What follows belongs to an exercise in optimizing a design on an open flow for small area; a production flow would make more cautious choices.
In this exercise RTL edits were held to simulation tests only and were not proved equivalent to the original.

==> flow/design.v <==
package calcDataPkg;
	typedef logic [16-1:0] operandT;
	typedef logic [32-1:0] resultT;
endpackage
package calcCtrlPkg;
	typedef logic [4-1:0] opcodeT;
	typedef logic [1:0] errorT;
endpackage
module addSub (
	input  calcDataPkg::operandT a,
	input  calcDataPkg::operandT b,
	input  logic    subtract,
	input  logic    restore,
	output calcDataPkg::operandT diff,
	output logic    carryOut
);
	localparam int N = 16;
	calcDataPkg::operandT bInv;  
	calcDataPkg::operandT gen;   
	calcDataPkg::operandT pro;   
	logic [N:0]           c;     
	logic                 take;  
	assign bInv = b ^ {N{subtract}};
	always_comb
	begin
		gen = a & bInv;
		pro = a | bInv;
		gen[0] = (a[0] & bInv[0]) | (pro[0] & subtract);
		pro[0] = 1'b0;
		for (int d = 1; d < N; d = d * 2)
			for (int j = 2 * d - 1; j < N; j = j + 2 * d)
			begin
				gen[j] = gen[j] | (pro[j] & gen[j - d]);
				pro[j] = pro[j] & pro[j - d];
			end
		for (int d = N / 4; d >= 1; d = d / 2)
			for (int j = 3 * d - 1; j < N; j = j + 2 * d)
			begin
				gen[j] = gen[j] | (pro[j] & gen[j - d]);
				pro[j] = pro[j] & pro[j - d];
			end
	end
	assign c        = {gen, subtract};
	assign carryOut = c[N];
	assign take     = ~restore | carryOut;
	assign diff     = a ^ ((bInv ^ c[N-1:0]) & {N{take}});
endmodule
module arrayMultiplier (
	input  calcDataPkg::operandT a,
	input  calcDataPkg::operandT b,
	output calcDataPkg::resultT  product
);
	localparam int N    = 16;
	localparam int Rows = N - 1;  
	logic [N-1:0] partial [N];     
	logic [N-1:0] augend  [Rows];  
	logic [N-1:0] rowSum  [Rows];
	logic [N:0]   carry   [Rows];  
	genvar i, j;
	generate
		for (i = 0; i < N; i++)
		begin : gPartial
			assign partial[i] = b & {N{a[i]}};
		end
		for (i = 0; i < Rows; i++)
		begin : gRow
			if (i == 0)
			begin : gFirst
				assign augend[i] = {1'b0, partial[0][N-1:1]};
			end
			else
			begin : gNext
				assign augend[i] = {carry[i - 1][N], rowSum[i - 1][N-1:1]};
			end
			assign carry[i][0] = 1'b0;
			for (j = 0; j < N; j++)
			begin : gBit
				if (j == 0)
				begin : gHalf
					assign rowSum[i][j]    = augend[i][j] ^ partial[i + 1][j];
					assign carry[i][j + 1] = augend[i][j] & partial[i + 1][j];
				end
				else
				begin : gFull
					assign rowSum[i][j]    = augend[i][j] ^ partial[i + 1][j] ^ carry[i][j];
					assign carry[i][j + 1] = (augend[i][j] & partial[i + 1][j]) |
					                         (augend[i][j] & carry[i][j]) |
					                         (partial[i + 1][j] & carry[i][j]);
				end
			end
		end
		assign product[0] = partial[0][0];
		for (i = 0; i < Rows - 1; i++)
		begin : gLowBits
			assign product[i + 1] = rowSum[i][0];
		end
	endgenerate
	assign product[2*N-1:Rows] = {carry[Rows - 1][N], rowSum[Rows - 1]};
endmodule
module divRow #(
	parameter int W = 16
) (
	input  logic [W-1:0] trial,    
	input  logic [W-1:0] divisor,  
	input  logic         fits,     
	output logic         q,        
	output logic [W-1:0] rem       
);
	localparam int L = (W > 8) ? 4 : (W > 4) ? 3 : (W > 2) ? 2 : 1;  
	logic [W-1:0] b;          
	logic [W-1:0] gen [L+1];  
	logic [W-1:0] pro [L+1];  
	logic [W:0]   c;          
	logic [W-1:0] diff;
	assign b = ~divisor;
	assign gen[0] = {trial[W-1:1] & b[W-1:1], trial[0] | b[0]};
	assign pro[0] = {trial[W-1:1] | b[W-1:1], 1'b0};
	genvar l, j;
	generate
		for (l = 0; l < L; l++)
		begin : gLevel
			for (j = 0; j < W; j++)
			begin : gBit
				if ((j >> l) & 1)
				begin : gMerge
					localparam int M = ((j >> l) << l) - 1;
					assign gen[l + 1][j] = gen[l][j] | (pro[l][j] & gen[l][M]);
					assign pro[l + 1][j] = pro[l][j] & pro[l][M];
				end
				else
				begin : gPass
					assign gen[l + 1][j] = gen[l][j];
					assign pro[l + 1][j] = pro[l][j];
				end
			end
		end
	endgenerate
	assign c    = {gen[L], 1'b1};
	assign diff = b ^ c[W-1:0];
	assign q    = fits & c[W];
	assign rem  = trial ^ (diff & {W{q}});
endmodule
module divider (
	input  calcDataPkg::operandT dividend,
	input  calcDataPkg::operandT divisor,
	input  logic    add,        
	input  logic    sub,        
	output calcDataPkg::operandT quotient,
	output calcDataPkg::operandT remainder,  
	output logic    carryOut,   
	output logic    divByZero
);
	localparam int N = 16;
	logic [N-1:0] rem [N+1];  
	assign divByZero = (divisor == '0);
	assign rem[N]    = '0;
	genvar k;
	generate
		for (k = N - 1; k >= 1; k--)
		begin : gRow
			localparam int W = N - k;  
			logic [W-1:0] trial;
			logic [W-1:0] rowRem;
			logic         fits;
			if (W == 1)
			begin : gTop
				assign trial = dividend[k];
			end
			else
			begin : gMid
				assign trial = {rem[k + 1][W-2:0], dividend[k]};
			end
			assign fits = (divisor[N-1:W] == '0);
			divRow #(.W(W)) uRow (
				.trial   (trial),
				.divisor (divisor[W-1:0]),
				.fits    (fits),
				.q       (quotient[k]),
				.rem     (rowRem)
			);
			assign rem[k] = {{(N-W){1'b0}}, rowRem};
		end
	endgenerate
	addSub uLastRow (
		.a        (add | sub ? dividend : {rem[1][N-2:0], dividend[0]}),
		.b        (divisor),
		.subtract (~add),
		.restore  (~(add | sub)),
		.diff     (rem[0]),
		.carryOut (carryOut)
	);
	assign quotient[0] = carryOut;
	assign remainder = rem[0];
endmodule
module accumulatorCalc (
	input  logic    clk,
	input  logic    reset,
	input  calcCtrlPkg::opcodeT  opcode,
	input  calcDataPkg::operandT operand,
	output calcDataPkg::resultT  result,
	output calcCtrlPkg::errorT   error
);
	calcDataPkg::resultT  acc;      
	calcCtrlPkg::errorT   errReg;   
	calcDataPkg::operandT accLow;   
	calcDataPkg::resultT  nextAcc;
	calcCtrlPkg::errorT   nextErr;
	logic    opAdd, opSub, opMul, opDiv, opMod, opPreset, opReset;
	logic    sumCarry;   
	calcDataPkg::resultT  product;
	calcDataPkg::operandT quotient;
	calcDataPkg::operandT remainder;  
	logic    divByZero;
	logic    takeQuot, takeRem, hold;
	assign accLow = acc[16-1:0];
	assign opAdd    = (opcode == 4'd2);
	assign opSub    = (opcode == 4'd3);
	assign opMul    = (opcode == 4'd4);
	assign opDiv    = (opcode == 4'd5);
	assign opMod    = (opcode == 4'd6);
	assign opPreset = (opcode == 4'd15);
	assign opReset  = (opcode == 4'd1);
	arrayMultiplier uMultiplier (
		.a       (operand),
		.b       (accLow),
		.product (product)
	);
	divider uDivider (
		.dividend  (operand),
		.divisor   (accLow),
		.add       (opAdd),
		.sub       (opSub),
		.quotient  (quotient),
		.remainder (remainder),
		.carryOut  (sumCarry),
		.divByZero (divByZero)
	);
	assign takeQuot = opDiv & ~divByZero;
	assign takeRem  = (opMod & ~divByZero) | opAdd | opSub;
	assign hold     = ~(opAdd | opSub | opMul | takeQuot | (opMod & ~divByZero) | opPreset | opReset);
	assign nextAcc[32-1:16] =
		({16{opMul}} & product[32-1:16]) |
		({16{hold}}  & acc[32-1:16]);
	assign nextAcc[16-1:0] =
		({16{opMul}}    & product[16-1:0]) |
		({16{takeQuot}} & quotient) |
		({16{takeRem}}  & remainder) |
		({16{hold}}     & accLow) |
		16'(opPreset);
	assign nextErr[0] = (opAdd & sumCarry) | (opSub & ~sumCarry);  
	assign nextErr[1] = (opDiv | opMod) & divByZero;
	always_ff @(posedge clk)
	begin
		if (reset)
		begin
			acc    <= '0;
			errReg <= '0;
		end
		else
		begin
			acc    <= nextAcc;
			errReg <= nextErr;
		end
	end
	assign result = acc;
	assign error  = errReg;
endmodule
==> flow/flow/run.sh <==
#!/bin/bash
# The standard layout, with synthesis mapping the logic through an area-oriented ABC script
# and the ports buffered with the smallest buffer.
set -euo pipefail
here=$(pwd)
export FLOW_ABC_SCRIPT=$here/flow/abc.script
export FLOW_ABC_D=20000
export BUFFER_PORTS_ARGS="-buffer_cell sky130_fd_sc_hd__buf_1"
bash standard.sh SYNTH_SCRIPT=$here/flow/synth.tcl "BUFFER_PORTS_ARGS=$BUFFER_PORTS_ARGS" finish > $here/make.log 2>&1
==> flow/flow/abc.script <==
strash
ifraig
dch -f
map -a
strash
dch -f
map -a
topo
stime -c
dnsize -c
==> flow/flow/synth.tcl <==
# Standard synthesis (synth_recipe.tcl), with ABC run on an area-oriented script
proc synth {args} { yosys synth -nofsm -noshare {*}$args }
proc abc {args} {
  set i [lsearch -exact $args -script]
  if {$i >= 0} { set args [lreplace $args $i [expr {$i + 1}] -script $::env(FLOW_ABC_SCRIPT)] }
  set j [lsearch -exact $args -D]
  if {$j >= 0} { set args [lreplace $args $j [expr {$j + 1}] -D $::env(FLOW_ABC_D)] }
  puts "abc with: $args"
  yosys abc {*}$args
}
source $::env(SCRIPTS_DIR)/synth.tcl
# left out here: clear keep_hierarchy, flatten, clean up, hide names made inside functions, write 1_2_yosys.v
==> flow/standard.sh <==
#!/bin/bash
# synth_recipe.tcl (not shown) runs the flow's synth.tcl, then flattens the netlist and writes it again
# the make line also repeats each setting of config.mk as NAME=value (left out here)
make -C /OpenROAD-flow-scripts/flow DESIGN_CONFIG=/design/flow/config.mk WORK_HOME=/design/flow/orfs CLKGATE_MAP_FILE= SYNTH_SCRIPT=/design/flow/synth_recipe.tcl "${@:-finish}"
==> flow/config.mk <==
export PLATFORM = sky130hd
export DESIGN_NAME = accumulatorCalc
export DESIGN_NICKNAME = accumulatorCalc
export VERILOG_FILES = /design/flow/design.v
export SDC_FILE = /design/flow/constraint.sdc
export NUM_CORES = 4
export LEC_CHECK = 0
export CAP_MARGIN = 20
export CORE_MARGIN = 2
export CORE_UTILIZATION = 40
export SLEW_MARGIN = 20
==> flow/constraint.sdc <==
create_clock -name core_clock -period 32.0 [get_ports {clk}]
set_input_delay 6.4000 -clock core_clock [delete_from_list [all_inputs] [get_ports {clk}]]
set_output_delay 6.4000 -clock core_clock [all_outputs]
set_load 0.01 [all_outputs]
==> results of run 1 <==
kinds of logic after synthesis:
family / Yosys count / synth area share
AND/OR/NAND/NOR: 779 / 0.241
AO/OA/AOI/OAI: 321 / 0.144
buffers and inverters: 249 / 0.0737
adder cells (fa/ha/maj): 242 / 0.370
XOR/XNOR: 171 / 0.118
flip-flops: 34 / 0.0535
per-stage QoR:
step	instances	util
floorplan	1796	-
global placement	2297	0.437
detailed placement	2297	0.437
CTS	2305	0.443
global route	2347	0.464
finish	2347	0.464
flip-flops by register name, summed over array words and instances, names as in the netlist:
| register | flops |
|---|---|
| acc | 32 |
| errReg | 2 |
synth_stat cells (16+ instances only):
| library cell | count | area share |
|---|---|---|
| nand3_1 | 27 | 0.011 |
| nor3_1 | 22 | 0.0087 |
| fa_1 | 224 | 0.35 |
| nand2_1 | 293 | 0.086 |
| xnor2_1 | 34 | 0.023 |
| ha_1 | 16 | 0.016 |
| xor2_1 | 137 | 0.094 |
| nor2_1 | 410 | 0.12 |
| a22oi_1 | 34 | 0.020 |
| a21oi_1 | 100 | 0.039 |
| dfxtp_1 | 34 | 0.053 |
| o21ai_0 | 127 | 0.050 |
| clkinv_1 | 248 | 0.073 |
worst min-delay path: stages, from the launching register on:
cell and delay, ns:
dfxtp_1 0.31, nand2_1 0.06, a21oi_1 0.05
worst paths after layout:
path / startpoint / slack [ns] / cells after the start / endpoint
worst min register to register: acc[16] / 0.47 / 2 / acc[16]
worst max-delay path: operand[15] / 2.25 / 180 / acc[15]
worst min-delay path: acc[16] / 0.47 / 2 / acc[16]
worst max register to register: acc[15] / 6.07 / 189 / acc[15]
cell type report:
cell class	instances	area, um2
fillers	3265	16900
multi-input cells	1513	11500
repair buffers	142	857
clock inverters	1	5.00
inverters	248	951
flip-flops and latches	34	681
well taps	402	503
clock buffers	7	143
timing repair:
item	4_1_cts	5_1_grt
setup endpoints to repair	17	17
resized for setup	10	105
pin swaps	0	29
hold endpoints to repair	0	0
buffers inserted	0	42
cloned	0	0
metal layers:
metal | global-route usage | up-vias
li1 | - | 6003
met1 | 0.302 | 6195
met2 | 0.437 | 340
met3 | 0.0142 | 83
met4 | 0.0642 | 0
met5 | 0 | -
==> flow_summary.ini, run 1 <==
[timing]
setup_ws_ns = 2.25
timing_max_transition_violations_final = 0
timing.final.crit_share = 0.930
final_hold_viol_count = 0
totalNegativeSetupSlack_ns = 0
achievable-frequency_mhz = 33.6
final_clock_skew_ns = 0.0106
slew_headroom = 0.350
finish_stage_setup_viols = 0
worst_pin_slew_ns = 0.970
post-route-min-period_ns = 29.75
final.hold.worst_slack_ns = 0.466

[grt]
first_global_vias = 12244
grt_overflow = 0
number_of_antenna_violations_at_the_first_check_in_global_routing = 0
grt_max_degree = 45
globalRouteTotalUtil = 0.237
global_route_wire_length_before_repair_mm = 62.4

[floorplan]
design.die.area_um2 = 33300
core-area_um2 = 31500
die_width_um = 182
chip_height_um = 182
placement_rows = 65
total_i_o_pin_count = 56
start_util = 0.404

[detailed_routing]
met3WireLength_mm = 1.77
route.vias.total = 12621
wl_met1_mm = 16.4
antenna_violating_nets_post_route = 0
vias_per_cell = 5.38
routed_wire_length_mm = 39.2
top_signal_layer_used = met4
wl_per_cell_um = 16.7
detailroute.wirelength.met2_mm = 19.9
drc = 0
drt_first_pass_iters = 6
drt-initial-drc-count = 919

[finish]
layout-area-overhead-vs-synth_pct = 14.7
layout.nets = 2206
layout_common_cells = 405 x nor2_1, 286 x nand2_1, 235 x clkinv_1, 224 x fa_1, 130 x xor2_1
finish.instance_area_um2 = 14600
layout-drive-gt1-share = 0.0956
antenna-diode-count = 0
layout.cells.most_common = nor2_1

[critical_path]
critPathBufInv = 30
cp_data_arrival_time_ns = 29.96
cpPeakStageDelay_ns = 0.39
timing.critical_path.fanout_max = 11
worst_setup_path_start_kind = primary input
crit_path_top_delay_cell = a2111oi_2
critical_path.most_common_cell = nand2_1
critical_path.top_delay_family = compound AO/OA/AOI/OAI gates
setup.worst_path.class = primary input to register
worst_setup_path_end_kind = register
timing.critical_path.required_ns = 32.21

[placed_design]
port-buffer-count = 55
dpl_worst_slack_ns = -1.39
hpwlAfterDp_mm = 29.7
dpl-instance-area_um2 = 13800
gp_congestion = 0.935

[clock_tree]
holdBufCountCts = 0
tritoncts_clock_tree = yes
clk_transition_reported_paths_ns = 0.06
htreeDepth = 2
clkLatencyLatePin_ns = 0.29
cts_inserted_buffers = 5
cts_max_path_buffers = 2
numClockSinks = 34
cts.root.buffer_cell = clkbuf_16

[min_path]
hold_path.class = register to register

[yosys]
mappedNetlistNets = 2058
warnings_from_yosys = 59
synth.distinct_cells = 39
synth.yosys.seq_area_share = 0.0535
asyncSetResetFlopFracSynth = 0
count_of_state_elements_after_synthesis = 34
yosys_most_used_dff = dfxtp_1
syn-instance-count = 1796
synth_enable_flop_cells = 0
syn_area_um2 = 12700
synthesis.area_per_instance_um2 = 7.09

[run_status]
run_status = no timing/DRC/antenna violations

[run]
timing.max_cap.violations = 0
==> run 2, diff against run 1 <==
==> flow/flow/abc.script (replaced) <==
strash
dch
map -a
topo
stime -c
dnsize -c
==> run 2 against run 1 <==
  * Sequential share of layout area is 0.063 points higher
  * Register-to-register slack better by 0.68 ns
  * Final cell count is 1.6% higher
  * Global-route usage is 0.48 points higher
  * Die area is 1.6% higher
  * Critical path type unchanged
==> flow_summary.ini, run 2 <==
[floorplan]
design.die.area_um2 = 33800
die_width_um = 184
core-area_um2 = 31700
placement_rows = 65
start_util = 0.408
chip_height_um = 184
total_i_o_pin_count = 56

[placed_design]
dpl_worst_slack_ns = 0.901
place_inst = 2351
hpwlAfterDp_mm = 30.9
port-buffer-count = 55
dpl-instance-area_um2 = 13900
gp_congestion = 0.938

[finish]
layout.cells.non_filler = 2385
finish.instance_area_um2 = 14400
largest_reg_flops = 32
layout.cells.most_common = nor2_1
layout-drive-gt1-share = 0.0605
regMostFlops = acc
finalCoreUtilization = 0.454
reg_top3 = acc (32), errReg (2)
layout-area-overhead-vs-synth_pct = 11.3
antenna-diode-count = 0
layout.nets = 2244
layout_common_cells = 469 x nor2_1, 274 x nand2_1, 251 x clkinv_1, 224 x fa_1

[run_status]
run_status = no timing/DRC/antenna violations

[grt]
number_of_antenna_violations_at_the_first_check_in_global_routing = 0
globalRouteTotalUtil = 0.242
grt_max_degree = 41
first_global_vias = 12351
grt_overflow = 0
global_route_wire_length_before_repair_mm = 64.6

[critical_path]
cpPeakStageDelay_ns = 0.37
cp_data_arrival_time_ns = 29.48
timing.critical_path.fanout_max = 17
critPathBufInv = 32
crit_path_top_delay_cell = nor3_1
worst_setup_path_start_kind = primary input
setup.worst_path.class = primary input to register
critical_path.top_delay_family = compound AO/OA/AOI/OAI gates
critical_path.most_common_cell = nand2_1
worst_setup_path_end_kind = register
timing.critical_path.required_ns = 32.22
worst-r2r-setup-slack_ns = 6.75

[yosys]
synthesis.area_per_instance_um2 = 6.94
synth.distinct_cells = 36
synth.top_cells.by_area = fa_1 35%, nor2_1 14%, xor2_1 8.5%
yosys.area.top_type_share = 0.347
synth_enable_flop_cells = 0
synth.yosys.seq_area_share = 0.0526
syn-instance-count = 1863
yosys_most_used_dff = dfxtp_1
count_of_state_elements_after_synthesis = 34
asyncSetResetFlopFracSynth = 0
netlist_top_cells_count = 473 x nor2_1, 275 x nand2_1, 260 x clkinv_1
synthMostInstantiatedCell = nor2_1
mappedNetlistNets = 2125
syn_area_um2 = 12900
synth.largest_area_cell = fa_1
warnings_from_yosys = 59

[clock_tree]
cts_max_path_buffers = 2
htreeDepth = 2
holdBufCountCts = 0
cts.root.buffer_cell = clkbuf_16
cts_inserted_buffers = 5
numClockSinks = 34
tritoncts_clock_tree = yes
clkLatencyLatePin_ns = 0.30
clk_transition_reported_paths_ns = 0.07

[timing]
final_clock_skew_ns = 0.0111
final_hold_viol_count = 0
achievable-frequency_mhz = 34.2
slew_headroom = 0.327
worst_pin_slew_ns = 1.00
totalNegativeSetupSlack_ns = 0
finish_stage_setup_viols = 0
setup_ws_ns = 2.75
timing.final.crit_share = 0.914
timing_max_transition_violations_final = 0
final.hold.worst_slack_ns = 0.466
post-route-min-period_ns = 29.25

[detailed_routing]
routed_wire_length_mm = 40.4
drc = 0
drt_first_pass_iters = 5
drt-initial-drc-count = 970
vias_per_cell = 5.46
wl_per_cell_um = 16.9
antenna_violating_nets_post_route = 0
route.vias.total = 13023

[min_path]
hold_path.class = register to register

[run]
timing.max_cap.violations = 0
-- run 2: cell count changes after synthesis, sizes merged, moves of 7 or more --
cell    delta
nor3       +7
nand2     -18
nor2      +63
o22ai      -8
o21ai     -19
a21oi     +23
nand3     +15
xor2      -12
clkinv    +12
-- run 2: cell type report --
cell class,instances,area [um2]
fillers,3276,17300
multi-input cells,1568,11400
inverters,260,1000
flip-flops and latches,34,681
repair buffers,113,649
well taps,402,503
clock buffers,6,139
clock inverters,2,12.5
-- run 2: path summary, 6_finish.rpt --
| path | start | endpoint | cells past startpoint |
|---|---|---|---|
| worst max-delay path | operand[15] | acc[4] | 158 |
| worst min register to register | acc[16] | acc[16] | 2 |
| worst min-delay path | acc[16] | acc[16] | 2 |
| worst max register to register | acc[11] | acc[4] | 164 |
-- run 2: logic make-up (layout without fill, tap and decap cells) --
family                   Yosys count  after routing  share of synthesized area
adder cells (fa/ha/maj)          243            243                      0.364
flip-flops                        34             34                     0.0526
XOR/XNOR                         157            157                      0.106
AO/OA/AOI/OAI                    322            322                      0.143
buffers and inverters            261            381                     0.0760
AND/OR/NAND/NOR                  846            846                      0.258
-- run 2: timing repair --
item                                    in CTS  in global routing
setup buffers                                0                 25
endpoints found under the setup margin       0                 17
resized for setup                            0                 43
-- run 2: layer usage --
layer | global-route usage | vias up | routed length, um
met3 | 0.0466 | 92 | 3010
li1 | - | 6161 | -
met1 | 0.330 | 6330 | 18200
met4 | 0.0848 | 0 | 1440
met2 | 0.385 | 440 | 17800
met5 | 0 | - | 0
-- run 2: worst min-delay path, delay by kind of cell, from the launching register on --
kind             cells  cell delay [ns]
AO/OA/AOI/OAI        1             0.05
AND/OR/NAND/NOR      1             0.06
flip-flops           1             0.31
==> run 3, diff against run 2 <==
--- a/flow/config.mk
+++ b/flow/config.mk
@@ -6,6 +6,6 @@
 export NUM_CORES = 4
 export LEC_CHECK = 0
-export CAP_MARGIN = 20
+export CAP_MARGIN = 0
 export CORE_MARGIN = 2
 export CORE_UTILIZATION = 40
-export SLEW_MARGIN = 20
+export SLEW_MARGIN = 0
==> run 3 against run 2 <==
  * Flip-flop and latch count stayed put
  * Clock-buffer cell count is the same
  * Maximum frequency rose by 0.21%
  * Non-clock buffer count is 1 lower
  * Global-route usage unchanged
  * Die area did not move
  * First-iteration DRC count is 11% lower
  * Worst hold slack about the same
  * Register-to-register slack gained 0.06 ns
==> flow_summary.ini, run 3 <==
[timing]
totalNegativeSetupSlack_ns = 0
finish_stage_setup_viols = 0
slew_headroom = 0.257
post-route-min-period_ns = 29.19
timing_max_transition_violations_final = 0
worst_pin_slew_ns = 1.11
final.hold.worst_slack_ns = 0.466
final_clock_skew_ns = 0.0133
achievable-frequency_mhz = 34.3
timing.final.crit_share = 0.912
final_hold_viol_count = 0
setup_ws_ns = 2.81

[floorplan]
die_width_um = 184
start_util = 0.408
design.die.area_um2 = 33800
total_i_o_pin_count = 56
placement_rows = 65
chip_height_um = 184
core-area_um2 = 31700

[clock_tree]
cts_inserted_buffers = 5
numClockSinks = 34
htreeDepth = 2
holdBufCountCts = 0
tritoncts_clock_tree = yes
cts.root.buffer_cell = clkbuf_16
clkLatencyLatePin_ns = 0.30
clk_transition_reported_paths_ns = 0.07
cts_max_path_buffers = 2

[yosys]
syn-instance-count = 1863
synth.largest_area_cell = fa_1
mappedNetlistNets = 2125
synth.top_cells.by_area = fa_1 35%, nor2_1 14%, xor2_1 8.5%
synth_enable_flop_cells = 0
asyncSetResetFlopFracSynth = 0
syn_area_um2 = 12900
synthMostInstantiatedCell = nor2_1
yosys_most_used_dff = dfxtp_1
netlist_top_cells_count = 473 x nor2_1, 275 x nand2_1, 260 x clkinv_1
yosys.area.top_type_share = 0.347
synthesis.area_per_instance_um2 = 6.94
synth.distinct_cells = 36
warnings_from_yosys = 59
count_of_state_elements_after_synthesis = 34
synth.yosys.seq_area_share = 0.0526

[grt]
grt_max_degree = 41
number_of_antenna_violations_at_the_first_check_in_global_routing = 0
first_global_vias = 12351
globalRouteTotalUtil = 0.242
global_route_wire_length_before_repair_mm = 64.6
grt_overflow = 0

[detailed_routing]
wl_per_cell_um = 16.9
drt-initial-drc-count = 863
route.vias.total = 12994
drc = 0
drt_first_pass_iters = 5
vias_per_cell = 5.45
routed_wire_length_mm = 40.3
antenna_violating_nets_post_route = 0

[placed_design]
port-buffer-count = 55
gp_congestion = 0.938
dpl_worst_slack_ns = 0.901
place_inst = 2351
dpl-instance-area_um2 = 13900
hpwlAfterDp_mm = 30.9

[critical_path]
critical_path.most_common_cell = nand2_1
cp_data_arrival_time_ns = 29.41
r2r_worst_path_depth = 168
timing.critical_path.fanout_max = 17
timing.critical_path.required_ns = 32.22
worst_setup_path_start_kind = primary input
crit_path_top_delay_cell = nor3_1
worst-r2r-setup-slack_ns = 6.81
setup.worst_path.class = primary input to register
worst_setup_path_end_kind = register
r2r-start = acc[11]
rr_endpoint = acc[1]
cpPeakStageDelay_ns = 0.38

[finish]
antenna-diode-count = 0
layout.nets = 2243
layout_common_cells = 469 x nor2_1, 274 x nand2_1, 251 x clkinv_1, 224 x fa_1
layout.cells.non_filler = 2384
layout-area-overhead-vs-synth_pct = 11.2
regMostFlops = acc
fillCellCount = 3277
layout.cells.most_common = nor2_1
finish.instance_area_um2 = 14400
layout-drive-gt1-share = 0.0600
reg_top3 = acc (32), errReg (2)
largest_reg_flops = 32
finalCoreUtilization = 0.453

[min_path]
min_delay_path_depth = 2
min-delay-start = acc[16]
hold_path.class = register to register
endpoint_of_the_worst_hold_timing_path = acc[16]

[run]
timing.max_cap.violations = 0

[run_status]
run_status = no timing/DRC/antenna violations
run 3: area by class of cell:
class / count / area (um2) / area share
flip-flops and latches: 34 / 681 / 0.0473
inverters: 260 / 1000 / 0.0697
multi-input cells: 1568 / 11400 / 0.793
clock buffers: 6 / 139 / 0.00966
clock inverters: 2 / 12.5 / 0.000870
well taps: 402 / 503 / 0.0350
repair buffers: 112 / 634 / 0.0441
run 3: critical path: cells and delay by family:
kind | cells | cell delay (ns)
and+or+nand+nor | 61 | 7.48
AOI/OAI and AO/OA | 64 | 9.81
buffers and inverters | 31 | 4.39
xor gates and xnor gates | 6 | 1.31
run 3: metal layers:
layer | GRT usage | share of wire
met4 | 0.0848 | 0.034
met1 | 0.330 | 0.45
met3 | 0.0466 | 0.076
met5 | 0 | 0
met2 | 0.385 | 0.44
run 3: cell families (layout without fill, tap and decap cells):
logic type      after synthesis  after routing  synth area share
compound gates              322            322             0.143
xor+xnor                    157            157             0.106
fa+ha+maj                   243            243             0.364
buf+inv                     261            380            0.0760
flops                        34             34            0.0526
simple gates                846            846             0.258
run 3: worst max path at each step:
stage / startpoint / endpoint / slack [ns] / depth (start not counted)
after CTS: operand[15] / acc[15] / 1.07 / 161
after floorplan: operand[14] / acc[10] / 4.62 / 159
after detailed placement: operand[15] / acc[1] / 0.90 / 162
final: operand[15] / acc[1] / 2.81 / 162
after global routing: operand[15] / acc[15] / -0.25 / 163
after global placement: operand[15] / acc[14] / 1.83 / 160
run 3: repair_timing:
action,CTS,global route
gates resized for setup,0,43
setup buffers,0,25
hold endpoints to repair,0,0
setup endpoints to repair,0,17
==> run 4, diff against run 3 <==
--- a/flow/config.mk
+++ b/flow/config.mk
@@ -8,4 +8,4 @@
 export CAP_MARGIN = 0
 export CORE_MARGIN = 2
-export CORE_UTILIZATION = 40
+export CORE_UTILIZATION = 65
 export SLEW_MARGIN = 0
==> run 4 against run 3 <==
  * Still clean on timing, DRC and antenna
  * Global-route usage increased by 13 points
  * Core utilization increased by 27 points
  * Clock-buffer cell count increased by 1
  * Cell area decreased by 1.6%
  * Clock skew decreased by 0.0073 ns
  * Via count increased by 2.7%
  * Area after synthesis unchanged
==> flow_summary.ini, run 4 <==
[detailed_routing]
route.vias.total = 13339
drc = 0
wl_per_cell_um = 17.6
drt_first_pass_iters = 5
antenna_violating_nets_post_route = 0
routed_wire_length_mm = 39.6
drt-initial-drc-count = 1132
vias_per_cell = 5.93

[grt]
global_route_wire_length_before_repair_mm = 62.7
number_of_antenna_violations_at_the_first_check_in_global_routing = 1
grt_max_degree = 42
grt_overflow = 0
globalRouteTotalUtil = 0.373
first_global_vias = 12165

[yosys]
synth.top_cells.by_area = fa_1 35%, nor2_1 14%, xor2_1 8.5%
synthesis.area_per_instance_um2 = 6.94
yosys_most_used_dff = dfxtp_1
asyncSetResetFlopFracSynth = 0
synth.yosys.seq_area_share = 0.0526
synth.largest_area_cell = fa_1
synthMostInstantiatedCell = nor2_1
netlist_top_cells_count = 473 x nor2_1, 275 x nand2_1, 260 x clkinv_1
mappedNetlistNets = 2125
count_of_state_elements_after_synthesis = 34
syn-instance-count = 1863
warnings_from_yosys = 59
synth_enable_flop_cells = 0
syn_area_um2 = 12900
synth.distinct_cells = 36
yosys.area.top_type_share = 0.347

[clock_tree]
cts_max_path_buffers = 2
cts.root.buffer_cell = clkbuf_16
clk_transition_reported_paths_ns = 0.06
htreeDepth = 2
cts_inserted_buffers = 5
clkLatencyLatePin_ns = 0.29
tritoncts_clock_tree = yes
numClockSinks = 34

[floorplan]
placement_rows = 51
chip_height_um = 145
total_i_o_pin_count = 56
start_util = 0.663
core-area_um2 = 19500
design.die.area_um2 = 21000
die_width_um = 145

[critical_path]
crit_path_top_delay_cell = maj3_1
cpPeakStageDelay_ns = 0.35
setup.worst_path.class = primary input to register
worst_setup_path_end_kind = register
timing.critical_path.fanout_max = 16
worst_setup_path_start_kind = primary input
cp_data_arrival_time_ns = 29.96
timing.critical_path.required_ns = 32.19
critical_path.most_common_cell = nand2_1

[timing]
post-route-min-period_ns = 29.77
finish_stage_setup_viols = 0
worst_pin_slew_ns = 1.01
slew_headroom = 0.319
final_clock_skew_ns = 0.00597
final.hold.worst_slack_ns = 0.459
timing.final.crit_share = 0.930
achievable-frequency_mhz = 33.6
final_hold_viol_count = 0
timing_max_transition_violations_final = 0

[placed_design]
port-buffer-count = 55
gp_congestion = 1.00
hpwlAfterDp_mm = 29.4
place_inst = 2215

[finish]
reg_top3 = acc (32), errReg (2)
final-seq-area_um2 = 681
largest_reg_flops = 32
layout-area-overhead-vs-synth_pct = 9.36
fillCellCount = 1685
multi_input_comb_area_um2 = 11300
antenna-diode-count = 0
layout.cells.most_common = nor2_1
layout.nets = 2244
layout_common_cells = 470 x nor2_1, 274 x nand2_1, 251 x clkinv_1, 224 x fa_1, 123 x xor2_1
layout.cells.non_filler = 2248
regMostFlops = acc
layout-drive-gt1-share = 0.0545

[run]
timing.max_cap.violations = 0

[run_status]
run_status = no timing/DRC/antenna violations

[min_path]
hold_path.class = register to register
[run 4: metal layers]
metal  share of wire  vias up  global-route usage
li1                -     6167                   -
met1            0.41     6327               0.551
met2            0.43      736               0.572
met3            0.12      109              0.0563
met4           0.038        0               0.116
met5               0        -                   0
[run 4: critical path, delay by kind of cell]
kind	cells	cell delay, ns
adders and majority gates	1	0.35
and+or+nand+nor	62	7.41
buffers and inverters	36	4.89
AOI/OAI and AO/OA	58	9.46
xor gates and xnor gates	7	1.38
[run 4: cell families after synthesis]
group / count (synthesis) / synth area share
AO/OA/AOI/OAI: 322 / 0.143
XOR/XNOR: 157 / 0.106
buffers and inverters: 261 / 0.0760
AND/OR/NAND/NOR: 846 / 0.258
flip-flops: 34 / 0.0526
adder cells (fa/ha/maj): 243 / 0.364
[run 4: path summary, 6_finish.rpt]
path	from	end	slack [ns]	cells after the start
setup reg to reg	acc[12]	acc[6]	7.07	167
hold / removal	acc[16]	acc[16]	0.46	2
hold reg to reg	acc[16]	acc[16]	0.46	2
setup / recovery	operand[15]	acc[6]	2.23	164
[run 4: metrics by stage]
step	util	setup slack (ns)	TNS [ns]	cell area [um2]
final	0.725	2.23	0	14100
after global routing	0.725	-0.180	-1.33	14100
after CTS	0.710	1.31	0	13900
after detailed placement	0.702	1.11	0	13700
after global placement	0.702	2.10	0	13700
after floorplan	-	4.62	0	12900
[run 4: area by class of cell]
| cell class | instances | share of cell area |
|---|---|---|
| Clock buffer | 7 | 0.0101 |
| Clock inverter | 1 | 0.000354 |
| Inverter | 260 | 0.0708 |
| Multi-Input combinational cell | 1568 | 0.802 |
| Sequential cell | 34 | 0.0481 |
| Tap cell | 265 | 0.0234 |
| Timing Repair Buffer | 112 | 0.0448 |
| Timing Repair inverter | 1 | 0.000531 |
[run 4: what timing repair did]
item | CTS | global route
setup endpoints to repair | 0 | 17
hold buffers | 0 | 0
buffers inserted | 0 | 24
gates resized for setup | 0 | 31
==> run 5, diff against run 4 <==
--- a/flow/config.mk
+++ b/flow/config.mk
@@ -9,3 +9,4 @@
 export CORE_MARGIN = 2
 export CORE_UTILIZATION = 65
+export GPL_TIMING_DRIVEN = 0
 export SLEW_MARGIN = 0
==> run 5 against run 4 <==
  * Via count decreased by 2.1%
  * Worst setup slack worse by 0.017 ns
  * Core utilization up 0.13 points
  * Critical path depth shrank 3
  * Largest cell class unchanged
  * Still clean on timing, DRC and antenna
  * Critical endpoint is now acc[2]
==> flow_summary.ini, run 5 <==
[finish]
layout.nets = 2219
regMostFlops = acc
reg_top3 = acc (32), errReg (2)
layout-drive-gt1-share = 0.0613
layout_common_cells = 467 x nor2_1, 273 x nand2_1, 246 x clkinv_1, 224 x fa_1, 115 x xor2_1
antenna-diode-count = 0
layout-area-overhead-vs-synth_pct = 9.56
layout.cells.non_filler = 2223
largest_reg_flops = 32
layout.cells.most_common = nor2_1

[placed_design]
place_inst = 2183
hpwlAfterDp_mm = 27.1
gp_congestion = 0.971
port-buffer-count = 55

[critical_path]
critPathBufInv = 41
crit_path_start = operand[14]
cpPeakStageDelay_ns = 0.39
crit_path_top_delay_cell = maj3_1
r2r-start = acc[9]
timing.critical_path.required_ns = 32.14
setup.worst_path.class = primary input to register
timing.critical_path.fanout_max = 17
cp_data_arrival_time_ns = 29.92
critical_path.top_delay_family = simple AND/OR/NAND/NOR gates
worst_setup_path_end_kind = register
worst_setup_path_start_kind = primary input
critical_path.most_common_cell = nand2_1

[clock_tree]
htreeDepth = 2
clkLatencyLatePin_ns = 0.28
tritoncts_clock_tree = yes
cts.root.buffer_cell = clkbuf_16
numClockSinks = 34
cts_max_path_buffers = 2
cts_inserted_buffers = 5
clk_transition_reported_paths_ns = 0.06

[yosys]
synth.largest_area_cell = fa_1
yosys.area.top_type_share = 0.347
synth_enable_flop_cells = 0
count_of_state_elements_after_synthesis = 34
yosys_most_used_dff = dfxtp_1
mappedNetlistNets = 2125
synth.top_cells.by_area = fa_1 35%, nor2_1 14%, xor2_1 8.5%
syn_area_um2 = 12900
synthMostInstantiatedCell = nor2_1
synthesis.area_per_instance_um2 = 6.94
synth.yosys.seq_area_share = 0.0526
warnings_from_yosys = 59
syn-instance-count = 1863
synth.distinct_cells = 36
netlist_top_cells_count = 473 x nor2_1, 275 x nand2_1, 260 x clkinv_1
asyncSetResetFlopFracSynth = 0

[detailed_routing]
antenna_violating_nets_post_route = 0
drc = 0
vias_per_cell = 5.87
drt_first_pass_iters = 6
wl_per_cell_um = 16.6
drt-initial-drc-count = 1142
routed_wire_length_mm = 36.9
route.vias.total = 13057

[floorplan]
die_width_um = 145
chip_height_um = 145
core-area_um2 = 19500
start_util = 0.663
design.die.area_um2 = 21000
total_i_o_pin_count = 56
placement_rows = 51

[timing]
final_hold_viol_count = 0
post-route-min-period_ns = 29.78
timing.final.crit_share = 0.931
worst_pin_slew_ns = 1.37
slew_headroom = 0.0794
timing_max_transition_violations_final = 0
totalNegativeSetupSlack_ns = 0
achievable-frequency_mhz = 33.6
finish_stage_setup_viols = 0
final_clock_skew_ns = 0.00556

[run]
timing.max_cap.violations = 0

[grt]
number_of_antenna_violations_at_the_first_check_in_global_routing = 2
grt_max_degree = 42
grt_overflow = 0
globalRouteTotalUtil = 0.343
first_global_vias = 11665
global_route_wire_length_before_repair_mm = 58.6

[min_path]
hold_path.class = register to register
min-delay-start = acc[16]

[run_status]
run_status = no timing/DRC/antenna violations
-- run 5: cell counts after synthesis --
Identical to the previous run, type by type.
-- run 5: kinds of logic (layout without fill, tap and decap cells) --
logic type	count (synthesis)	in the layout	share of synthesized area
xor gates and xnor gates	157	157	0.106
buffers and inverters	261	355	0.0760
DFF	34	34	0.0526
and+or+nand+nor	846	846	0.258
adders and majority gates	243	243	0.364
AOI/OAI and AO/OA	322	323	0.143
-- run 5: worst register-to-register path, delay by kind of cell, from the launching register on --
family | cells | cell delay [ns]
AND/OR/NAND/NOR | 70 | 9.34
AO/OA/AOI/OAI | 43 | 6.72
buffers and inverters | 40 | 6.70
XOR/XNOR | 10 | 2.07
flip-flops | 1 | 0.91
adder cells (fa/ha/maj) | 1 | 0.39
-- run 5: timing repair --
item | 4_1_cts | 5_1_grt
setup buffers | 5 | 24
pin swaps | 1 | 20
hold buffers | 0 | 0
hold endpoints to repair | 0 | 0
endpoints found under the setup margin | 17 | 17
resized for setup | 8 | 75
cloned | 0 | 2
-- run 5: worst paths after layout --
path | cells after the start | slack, ns | end
max | 161 | 2.22 | acc[2]
min | 2 | 0.46 | acc[16]
max reg2reg | 164 | 5.77 | acc[2]
min reg2reg | 2 | 0.46 | acc[16]
-- run 5: cell type report --
class	instances	area, um2
repair buffers	85	453
fillers	1677	5350
well taps	265	332
clock inverters	1	5.00
plain buffers	1	7.51
inverters	260	1000
clock buffers	7	143
flip-flops and latches	34	683
multi-input cells	1569	11500
repair inverters	1	7.51
-- run 5: metal layers --
| layer | vias to the layer above | part of all wire | track usage | wire length (um) |
|---|---|---|---|---|
| met4 | 0 | 0.029 | 0.0975 | 1060 |
| li1 | 6116 | - | - | - |
| met3 | 76 | 0.12 | 0.0645 | 4450 |
| met2 | 621 | 0.43 | 0.525 | 15900 |
| met5 | - | 0 | 0 | 0 |
| met1 | 6244 | 0.42 | 0.504 | 15400 |
-- run 5: through the flow --
stage / hold WS, ns / util / setup WS, ns / instance area, um2
floorplan: 0.480 / - / 4.62 / 12900
global placement: 0.448 / 0.690 / -1.36 / 13500
detailed placement: 0.452 / 0.690 / -1.85 / 13500
CTS: 0.461 / 0.701 / 0.00962 / 13700
global route: 0.485 / 0.726 / -0.167 / 14200
finish: 0.463 / 0.726 / 2.22 / 14200
==> run 6, diff against run 5 <==
--- a/flow/flow/run.sh
+++ b/flow/flow/run.sh
@@ -6,4 +6,4 @@
 export FLOW_ABC_SCRIPT=$here/flow/abc.script
 export FLOW_ABC_D=20000
-export BUFFER_PORTS_ARGS="-buffer_cell sky130_fd_sc_hd__buf_1"
+export BUFFER_PORTS_ARGS="-buffer_cell sky130_fd_sc_hd__buf_2"
 bash standard.sh SYNTH_SCRIPT=$here/flow/synth.tcl "BUFFER_PORTS_ARGS=$BUFFER_PORTS_ARGS" finish > $here/make.log 2>&1
--- a/flow/config.mk
+++ b/flow/config.mk
@@ -9,4 +9,3 @@
 export CORE_MARGIN = 2
 export CORE_UTILIZATION = 65
-export GPL_TIMING_DRIVEN = 0
 export SLEW_MARGIN = 0
==> run 6 against run 5 <==
  * Largest cell class unchanged
  * Worst setup slack improved by 0.47 ns
  * Core utilization rose by 0.88 points
  * Area after synthesis unchanged
  * Via count grew 1.6%
  * Still clean on timing, DRC and antenna
  * Die area stayed put
  * Clock-buffer cell count rose by 1
  * Flip-flop and latch count did not move
  * Clock skew rose by 0.0038 ns
  * Worst hold slack worse by 0.0028 ns
==> flow_summary.ini, run 6 <==
[clock_tree]
clkLatencyLatePin_ns = 0.29
clk_transition_reported_paths_ns = 0.06
cts_inserted_buffers = 5
holdBufCountCts = 0
htreeDepth = 2
tritoncts_clock_tree = yes
numClockSinks = 34
cts_max_path_buffers = 2
cts.root.buffer_cell = clkbuf_16

[grt]
grt_max_degree = 39
grt_overflow = 0
global_route_wire_length_before_repair_mm = 64.1
number_of_antenna_violations_at_the_first_check_in_global_routing = 0
globalRouteTotalUtil = 0.379
first_global_vias = 12479

[min_path]
hold_path.class = register to register
min_delay_path_depth = 2

[timing]
worst_pin_slew_ns = 1.03
timing.final.crit_share = 0.916
final_hold_viol_count = 0
post-route-min-period_ns = 29.31
finish_stage_setup_viols = 0
slew_headroom = 0.308
totalNegativeSetupSlack_ns = 0
final_clock_skew_ns = 0.00935
achievable-frequency_mhz = 34.1
timing_max_transition_violations_final = 0

[detailed_routing]
drc = 0
drt-initial-drc-count = 1234
vias_per_cell = 5.91
routed_wire_length_mm = 40.2
drt_first_pass_iters = 6
route.vias.total = 13268
wl_per_cell_um = 17.9
antenna_violating_nets_post_route = 0

[finish]
layout.cells.most_common = nor2_1
layout-drive-gt1-share = 0.0899
layout_common_cells = 469 x nor2_1, 274 x nand2_1, 251 x clkinv_1, 224 x fa_1, 116 x a21oi_1
finish.instance_area_um2 = 14300
largest_reg_flops = 32
regMostFlops = acc
finalCoreUtilization = 0.735
layout-area-overhead-vs-synth_pct = 10.9
layout.nets = 2241
reg_top3 = acc (32), errReg (2)

[yosys]
synthesis.area_per_instance_um2 = 6.94
synth.largest_area_cell = fa_1
synth.top_cells.by_area = fa_1 35%, nor2_1 14%, xor2_1 8.5%
asyncSetResetFlopFracSynth = 0
synth_enable_flop_cells = 0
syn-instance-count = 1863
count_of_state_elements_after_synthesis = 34
syn_area_um2 = 12900
synthMostInstantiatedCell = nor2_1
netlist_top_cells_count = 473 x nor2_1, 275 x nand2_1, 260 x clkinv_1
mappedNetlistNets = 2125
synth.distinct_cells = 36
synth.yosys.seq_area_share = 0.0526
warnings_from_yosys = 59
yosys.area.top_type_share = 0.347
yosys_most_used_dff = dfxtp_1

[critical_path]
worst_setup_path_end_kind = register
r2r_worst_path_depth = 163
critical_path.most_common_cell = clkinv_1
setup.worst_path.class = primary input to register
worst_setup_path_start_kind = primary input
crit_path_top_delay_cell = o31ai_2
cpPeakStageDelay_ns = 0.32
cp_data_arrival_time_ns = 29.53
timing.critical_path.required_ns = 32.22
timing.critical_path.fanout_max = 16

[placed_design]
gp_congestion = 0.983
hpwlAfterDp_mm = 29.4
dpl-instance-area_um2 = 13800
port-buffer-count = 55

[floorplan]
total_i_o_pin_count = 56
design.die.area_um2 = 21000
start_util = 0.663
placement_rows = 51
chip_height_um = 145
die_width_um = 145
core-area_um2 = 19500

[run]
timing.max_cap.violations = 0

[run_status]
run_status = no timing/DRC/antenna violations
==> run 6: cell count changes in the layout (fill, tap and decap cells not counted), moves of 5 or more <==
cell,before,now
clkinvlp_4,4,9
buf_1,54,0
clkinv_1,246,251
buf_4,30,52
inv_2,6,1
buf_2,1,55
==> run 6: cell families after synthesis <==
group	count (synthesis)	synth area share
adder cells (fa/ha/maj)	243	0.364
XOR/XNOR	157	0.106
buffers and inverters	261	0.0760
flip-flops	34	0.0526
AND/OR/NAND/NOR	846	0.258
AO/OA/AOI/OAI	322	0.143
==> run 6: final cells by class <==
cell class	instances	area, um2
antenna	1	2.50
clock buffer	8	166
fill	1679	5180
inverter	260	1010
multi-input combinational	1568	11500
sequential	34	681
tap	265	332
timing repair buffer	109	691
timing repair inverter	1	7.51
==> run 6: final timing paths <==
path / start / endpoint / slack [ns]
worst min register to register: acc[31] / acc[31] / 0.46
worst max register to register: acc[0] / acc[4] / 6.56
worst max-delay path: operand[15] / acc[4] / 2.69
worst min-delay path: acc[31] / acc[31] / 0.46
==> run 6: timing repair <==
item / 4_1_cts / 5_1_grt
resized for setup: 0 / 54
buffers inserted: 0 / 25
setup endpoints to repair: 0 / 17
==> run 6: per-stage QoR <==
stage | setup WS (ns) | std cells | hold WS (ns)
after floorplan | 4.62 | 1863 | 0.480
after global placement | 1.55 | 2211 | 0.445
after detailed placement | 0.632 | 2211 | 0.456
after CTS | 0.791 | 2219 | 0.462
after global routing | -0.163 | 2245 | 0.483
final | 2.69 | 2246 | 0.460
==> run 6: routing by layer <==
metal	vias up	wire, um	track usage
met1	6230	16300	0.554
met4	0	1460	0.117
met5	-	0	0
li1	6154	-	-
met3	115	5080	0.0648
met2	769	17400	0.582
==> run 6: critical path, delay by kind of cell <==
| family | cells | cell delay, ns |
|---|---|---|
| AO/OA/AOI/OAI | 61 | 9.65 |
| XOR/XNOR | 6 | 1.35 |
| buffers and inverters | 36 | 4.82 |
| AND/OR/NAND/NOR | 60 | 7.28 |
==> run 7, diff against run 6 <==
--- a/flow/flow/run.sh
+++ b/flow/flow/run.sh
@@ -6,4 +6,4 @@
 export FLOW_ABC_SCRIPT=$here/flow/abc.script
 export FLOW_ABC_D=20000
-export BUFFER_PORTS_ARGS="-buffer_cell sky130_fd_sc_hd__buf_2"
+export BUFFER_PORTS_ARGS="-buffer_cell sky130_fd_sc_hd__buf_1"
 bash standard.sh SYNTH_SCRIPT=$here/flow/synth.tcl "BUFFER_PORTS_ARGS=$BUFFER_PORTS_ARGS" finish > $here/make.log 2>&1
--- a/flow/config.mk
+++ b/flow/config.mk
@@ -9,3 +9,6 @@
 export CORE_MARGIN = 2
 export CORE_UTILIZATION = 65
+export CTS_BUF_LIST = sky130_fd_sc_hd__clkbuf_8
+export GPL_TIMING_DRIVEN = 0
+export SETUP_SLACK_MARGIN = -1.0
 export SLEW_MARGIN = 0
==> run 7 against run 6 <==
  * Still clean
  * Maximum frequency decreased by 3.8%
  * First-iteration DRC count fell by 14%
  * Area after synthesis unchanged
  * Core utilization fell by 1.6 points
  * Critical path depth stayed put
  * Via count fell by 1.8%
  * Non-clock buffer count is 23 lower
  * Largest cell class unchanged
==> flow_summary.ini, run 7 <==
[yosys]
synth.largest_area_cell = fa_1
synthMostInstantiatedCell = nor2_1
warnings_from_yosys = 59
syn_area_um2 = 12900
yosys.area.top_type_share = 0.347
count_of_state_elements_after_synthesis = 34
asyncSetResetFlopFracSynth = 0
synthesis.area_per_instance_um2 = 6.94
synth.top_cells.by_area = fa_1 35%, nor2_1 14%, xor2_1 8.5%
syn-instance-count = 1863
synth_enable_flop_cells = 0
synth.yosys.seq_area_share = 0.0526
synth.distinct_cells = 36
netlist_top_cells_count = 473 x nor2_1, 275 x nand2_1, 260 x clkinv_1
yosys_most_used_dff = dfxtp_1
mappedNetlistNets = 2125

[finish]
final-seq-area_um2 = 683
layout-drive-gt1-share = 0.0521
fillCellCount = 1714
multi_input_comb_area_um2 = 11400
layout.cells.non_filler = 2224
layout-area-overhead-vs-synth_pct = 8.40
antenna-diode-count = 0
largest_reg_flops = 32
regMostFlops = acc
finalCoreUtilization = 0.718
layout.cells.most_common = nor2_1
layout.nets = 2220
reg_top3 = acc (32), errReg (2)
finish.instance_area_um2 = 14000
layout_common_cells = 469 x nor2_1, 273 x nand2_1, 250 x clkinv_1, 224 x fa_1, 120 x xor2_1

[critical_path]
crit_path_top_delay_cell = a21oi_2
cpPeakStageDelay_ns = 0.34
worst_setup_path_end_kind = register
setup.worst_path.class = primary input to register
cp_data_arrival_time_ns = 30.63
timing.critical_path.fanout_max = 17
worst_setup_path_start_kind = primary input
critical_path.top_delay_family = compound AO/OA/AOI/OAI gates
timing.critical_path.required_ns = 32.16
critical_path.most_common_cell = nor2_1
critPathBufInv = 32

[clock_tree]
cts.root.buffer_cell = clkbuf_8
clk_transition_reported_paths_ns = 0.08
clkLatencyLatePin_ns = 0.30
numClockSinks = 34
cts_inserted_buffers = 5
tritoncts_clock_tree = yes
htreeDepth = 2
cts_max_path_buffers = 2
holdBufCountCts = 0

[floorplan]
die_width_um = 145
start_util = 0.663
placement_rows = 51
total_i_o_pin_count = 56
chip_height_um = 145
core-area_um2 = 19500
design.die.area_um2 = 21000

[detailed_routing]
wl_per_cell_um = 16.6
vias_per_cell = 5.86
route.vias.total = 13025
drt-initial-drc-count = 1060
drt_first_pass_iters = 6
routed_wire_length_mm = 36.9
drc = 0
antenna_violating_nets_post_route = 0

[run_status]
run_status = no timing/DRC/antenna violations

[timing]
worst_pin_slew_ns = 1.38
achievable-frequency_mhz = 32.8
final_clock_skew_ns = 0.00510
timing.final.crit_share = 0.952
finish_stage_setup_viols = 0
final_hold_viol_count = 0
post-route-min-period_ns = 30.48
totalNegativeSetupSlack_ns = 0
slew_headroom = 0.0804
timing_max_transition_violations_final = 0

[placed_design]
place_inst = 2183
hpwlAfterDp_mm = 27.1
port-buffer-count = 55
gp_congestion = 0.971
dpl-instance-area_um2 = 13500

[min_path]
hold_path.class = register to register

[run]
timing.max_cap.violations = 0

[grt]
number_of_antenna_violations_at_the_first_check_in_global_routing = 2
first_global_vias = 11633
grt_overflow = 0
global_route_wire_length_before_repair_mm = 58.5
grt_max_degree = 42
globalRouteTotalUtil = 0.343
-- run 7: cell counts after synthesis --
No cell type changed its count.
-- run 7: worst register-to-register path: cells and delay by family (launching register included) --
kind	cells	cell delay, ns
AO/OA/AOI/OAI	59	9.74
XOR/XNOR	8	1.78
buffers and inverters	33	6.05
flip-flops	1	0.94
AND/OR/NAND/NOR	64	8.43
-- run 7: worst paths after layout --
| check | from | to | slack, ns | depth (start not counted) |
|---|---|---|---|---|
| max | operand[15] | acc[2] | 1.52 | 163 |
| min | acc[16] | acc[16] | 0.47 | 2 |
| max reg2reg | acc[9] | acc[2] | 4.91 | 164 |
| min reg2reg | acc[16] | acc[16] | 0.47 | 2 |
-- run 7: cell families (layout without fill, tap and decap cells) --
kind of cell / after synthesis / after routing / share of synthesized area
buf+inv: 261 / 355 / 0.0760
fa+ha+maj: 243 / 243 / 0.364
flops: 34 / 34 / 0.0526
xor+xnor: 157 / 157 / 0.106
compound gates: 322 / 324 / 0.143
simple gates: 846 / 846 / 0.258
-- run 7: timing repair --
item	in CTS	in global routing
cloned	0	3
endpoints found under the setup margin	16	17
hold endpoints to repair	0	0
pin swaps	0	10
resized for setup	3	50
setup buffers	0	29
-- run 7: metal layers --
layer / up-vias / wire length, um / GRT usage
met5: - / 0 / 0
met4: 0 / 1100 / 0.0990
met3: 84 / 4370 / 0.0632
met2: 602 / 15900 / 0.525
met1: 6209 / 15500 / 0.504
li1: 6130 / - / -
-- run 7: final cells by class --
class                      count  share of cell area
timing repair buffer          85              0.0324
tap                          265              0.0236
inverter                     260              0.0718
clock inverter                 2            0.000625
multi-input combinational   1570               0.816
timing repair inverter         1            0.000357
buffer                         1            0.000535
clock buffer                   6             0.00589
sequential                    34              0.0487
-- run 7: through the flow --
| step | worst slack, ns | hold slack [ns] |
|---|---|---|
| after floorplan | 4.62 | 0.480 |
| after global placement | -1.36 | 0.448 |
| after detailed placement | -1.85 | 0.452 |
| after CTS | -0.886 | 0.464 |
| after global routing | -1.09 | 0.488 |
| final | 1.52 | 0.465 |
==> run 8, diff against run 7 <==
--- a/flow/config.mk
+++ b/flow/config.mk
@@ -11,4 +11,3 @@
 export CTS_BUF_LIST = sky130_fd_sc_hd__clkbuf_8
 export GPL_TIMING_DRIVEN = 0
-export SETUP_SLACK_MARGIN = -1.0
 export SLEW_MARGIN = 0
==> run 8 against run 7 <==
  * Cell area up 0.62%
  * Worst setup slack better by 0.69 ns
  * Via count up 0.34%
  * Register-to-register slack better by 0.81 ns
  * Non-clock buffer count unchanged
  * Routed wire length down 0.15%
  * Critical path type unchanged
==> flow_summary.ini, run 8 <==
[run_status]
run_status = no timing/DRC/antenna violations

[finish]
layout.cells.non_filler = 2223
regMostFlops = acc
largest_reg_flops = 32
layout-drive-gt1-share = 0.0608
finalCoreUtilization = 0.723
layout.cells.most_common = nor2_1
reg_top3 = acc (32), errReg (2)
antenna-diode-count = 0
layout-area-overhead-vs-synth_pct = 9.06
layout.nets = 2219
layout_common_cells = 467 x nor2_1, 273 x nand2_1, 246 x clkinv_1, 224 x fa_1, 115 x xor2_1

[yosys]
mux_share_of_post_synthesis_cell_area = 0
warnings_from_yosys = 59
netlist_top_cells_count = 473 x nor2_1, 275 x nand2_1, 260 x clkinv_1
asyncSetResetFlopFracSynth = 0
syn_area_um2 = 12900
synth.yosys.seq_area_share = 0.0526
synth.distinct_cells = 36
combinational_family_with_the_most_area_after_synthesis = adder cells
synth_enable_flop_cells = 0
count_of_state_elements_after_synthesis = 34
synth.largest_area_cell = fa_1
synth_simple_gate_area_frac = 0.258
syn-instance-count = 1863
synthMostInstantiatedCell = nor2_1
yosys_most_used_dff = dfxtp_1
synthesis.area_per_instance_um2 = 6.94
synth_compound_gate_area_share = 0.143
synth_fa_ha_area_frac = 0.364
yosys.area.top_type_share = 0.347
synthXorXnorAreaFrac = 0.106
synth.top_cells.by_area = fa_1 35%, nor2_1 14%, xor2_1 8.5%
mappedNetlistNets = 2125

[detailed_routing]
drc = 0
vias_per_cell = 5.88
drt_first_pass_iters = 6
wl_per_cell_um = 16.6
route.vias.total = 13069
routed_wire_length_mm = 36.8
drt-initial-drc-count = 1134
antenna_violating_nets_post_route = 0

[critical_path]
critPathBufInv = 41
crit_path_top_delay_cell = maj3_1
critical_path.top_delay_family = simple AND/OR/NAND/NOR gates
setup.worst_path.class = primary input to register
cpPeakStageDelay_ns = 0.39
rr_endpoint = acc[2]
r2r_worst_path_depth = 162
timing.critical_path.fanout_max = 17
timing.critical_path.required_ns = 32.15
critical_path.most_common_cell = clkinv_1
worst_setup_path_start_kind = primary input
cp_data_arrival_time_ns = 29.94
worst_setup_path_end_kind = register
r2r-start = acc[9]
worst-r2r-setup-slack_ns = 5.72

[clock_tree]
cts_max_path_buffers = 2
cts_inserted_buffers = 5
clk_transition_reported_paths_ns = 0.08
cts.root.buffer_cell = clkbuf_8
numClockSinks = 34
holdBufCountCts = 0
htreeDepth = 2
tritoncts_clock_tree = yes
clkLatencyLatePin_ns = 0.30

[grt]
first_global_vias = 11641
global_route_wire_length_before_repair_mm = 58.6
grt_overflow = 0
globalRouteTotalUtil = 0.344
number_of_antenna_violations_at_the_first_check_in_global_routing = 2
grt_max_degree = 42

[timing]
final_clock_skew_ns = 0.00828
worst_pin_slew_ns = 1.37
timing.final.crit_share = 0.931
post-route-min-period_ns = 29.79
final_hold_viol_count = 0
timing_max_transition_violations_final = 0
achievable-frequency_mhz = 33.6
slew_headroom = 0.0824
finish_stage_setup_viols = 0

[placed_design]
hpwlAfterDp_mm = 27.1
place_inst = 2183
port-buffer-count = 55
gp_congestion = 0.971

[min_path]
endpoint_of_the_worst_hold_timing_path = acc[16]
min_delay_path_depth = 2
min-delay-start = acc[16]
hold_path.class = register to register

[floorplan]
chip_height_um = 145
placement_rows = 51
start_util = 0.663
design.die.area_um2 = 21000
die_width_um = 145
core-area_um2 = 19500
total_i_o_pin_count = 56

[run]
timing.max_cap.violations = 0
run 8: cell types whose count changed in the layout (fill, tap and decap cells not counted), moves of 3 or more:
| cell | previous run | this run |
|---|---|---|
| clkinv_1 | 250 | 246 |
| clkinvlp_4 | 7 | 4 |
| o21ai_0 | 101 | 96 |
| inv_2 | 2 | 6 |
| o21ai_1 | 7 | 10 |
| xor2_2 | 5 | 10 |
| xor2_1 | 120 | 115 |
run 8: cell type report:
| class | instances | area, um2 |
|---|---|---|
| multi-input cells | 1569 | 11500 |
| plain buffers | 1 | 7.51 |
| flip-flops and latches | 34 | 683 |
| repair buffers | 85 | 453 |
| well taps | 265 | 332 |
| clock inverters | 2 | 8.76 |
| inverters | 260 | 1000 |
| fillers | 1685 | 5420 |
| clock buffers | 6 | 82.6 |
| repair inverters | 1 | 7.51 |
run 8: per-stage QoR:
stage                     instance area [um2]  setup TNS (ns)  setup slack [ns]  hold slack, ns
after floorplan                         12900               0              4.62           0.480
after global placement                  13500          -20.39             -1.36           0.448
after detailed placement                13500          -29.14             -1.85           0.452
after CTS                               13600               0            0.0191           0.464
after global routing                    14100          -0.435            -0.147           0.488
final                                   14100               0              2.21           0.465
run 8: repair_timing:
item	in CTS	in global routing
gates cloned	0	2
endpoints found under the setup margin	17	17
pin swaps	1	20
resized for setup	8	74
setup buffers	5	24
run 8: worst min-delay path: stages (launching register included):
cell and delay, ns:
dfxtp_1 0.32, nand2_1 0.06, a21oi_1 0.05
run 8: worst max path at each step:
stage / startpoint / end / slack, ns / depth (start not counted)
after floorplan: operand[14] / acc[10] / 4.62 / 159
after global placement: operand[14] / acc[4] / -1.36 / 161
after detailed placement: operand[14] / acc[14] / -1.85 / 161
after CTS: operand[14] / acc[2] / 0.02 / 162
after global routing: operand[14] / acc[1] / -0.15 / 165
final: operand[14] / acc[2] / 2.21 / 159
run 8: metal layers:
metal / vias up / GRT usage / share of wire / wire length (um)
met3: 91 / 0.0638 / 0.12 / 4340
li1: 6121 / - / - / -
met5: - / 0 / 0 / 0
met1: 6258 / 0.505 / 0.42 / 15500
met2: 599 / 0.524 / 0.43 / 15900
met4: 0 / 0.100 / 0.029 / 1060
run 8: cells by family after synthesis:
| group | Yosys count |
|---|---|
| xor+xnor | 157 |
| flops | 34 |
| buf+inv | 261 |
| compound gates | 322 |
| simple gates | 846 |
| fa+ha+maj | 243 |

[port drivers added, routing unchanged]
Ports are ideal in the flow. The routed layouts listed here were re-timed in OpenROAD.
Step 1 sets driving cells, clkbuf_16 on the clock port and buf_2 on the other inputs (assumed; they add their load-dependent delay and slew).
Step 2, shift: input delay + t, output delay - t, t = (earliest + latest rising clock arrival at the registers) / 2. This alone moves slack from input paths to output paths.
Three values: ideal, step 1, step 2; two values: the first two.
run | t (ns) | setup WS [ns] | worst register clock-pin slew, ns | worst slew at a driven data input, ns | cell pins on the clock port's net
run 1 | 0.324 | 2.247 / 2.258 / 1.935 | 0.06 / 0.06 | 0.04 | 1
run 2 | 0.332 | 2.748 / 2.764 / 2.432 | 0.07 / 0.07 | 0.04 | 1
run 3 | 0.331 | 2.808 / 2.824 / 2.493 | 0.07 / 0.07 | 0.04 | 1
run 4 | 0.321 | 2.234 / 2.246 / 1.925 | 0.06 / 0.06 | 0.05 | 1
run 5 | 0.315 | 2.218 / 2.217 / 1.902 | 0.06 / 0.06 | 0.05 | 1
run 6 | 0.320 | 2.690 / 2.701 / 2.381 | 0.06 / 0.06 | 0.04 | 1
run 7 | 0.326 | 1.524 / 1.522 / 1.197 | 0.08 / 0.08 | 0.05 | 1
run 8 | 0.324 | 2.210 / 2.206 / 1.882 | 0.08 / 0.08 | 0.06 | 1
After both steps every run listed still meets setup and hold. The setup slack of run 8, which loses most, moves by -0.004 ns with the drivers and by -0.328 ns with both steps.
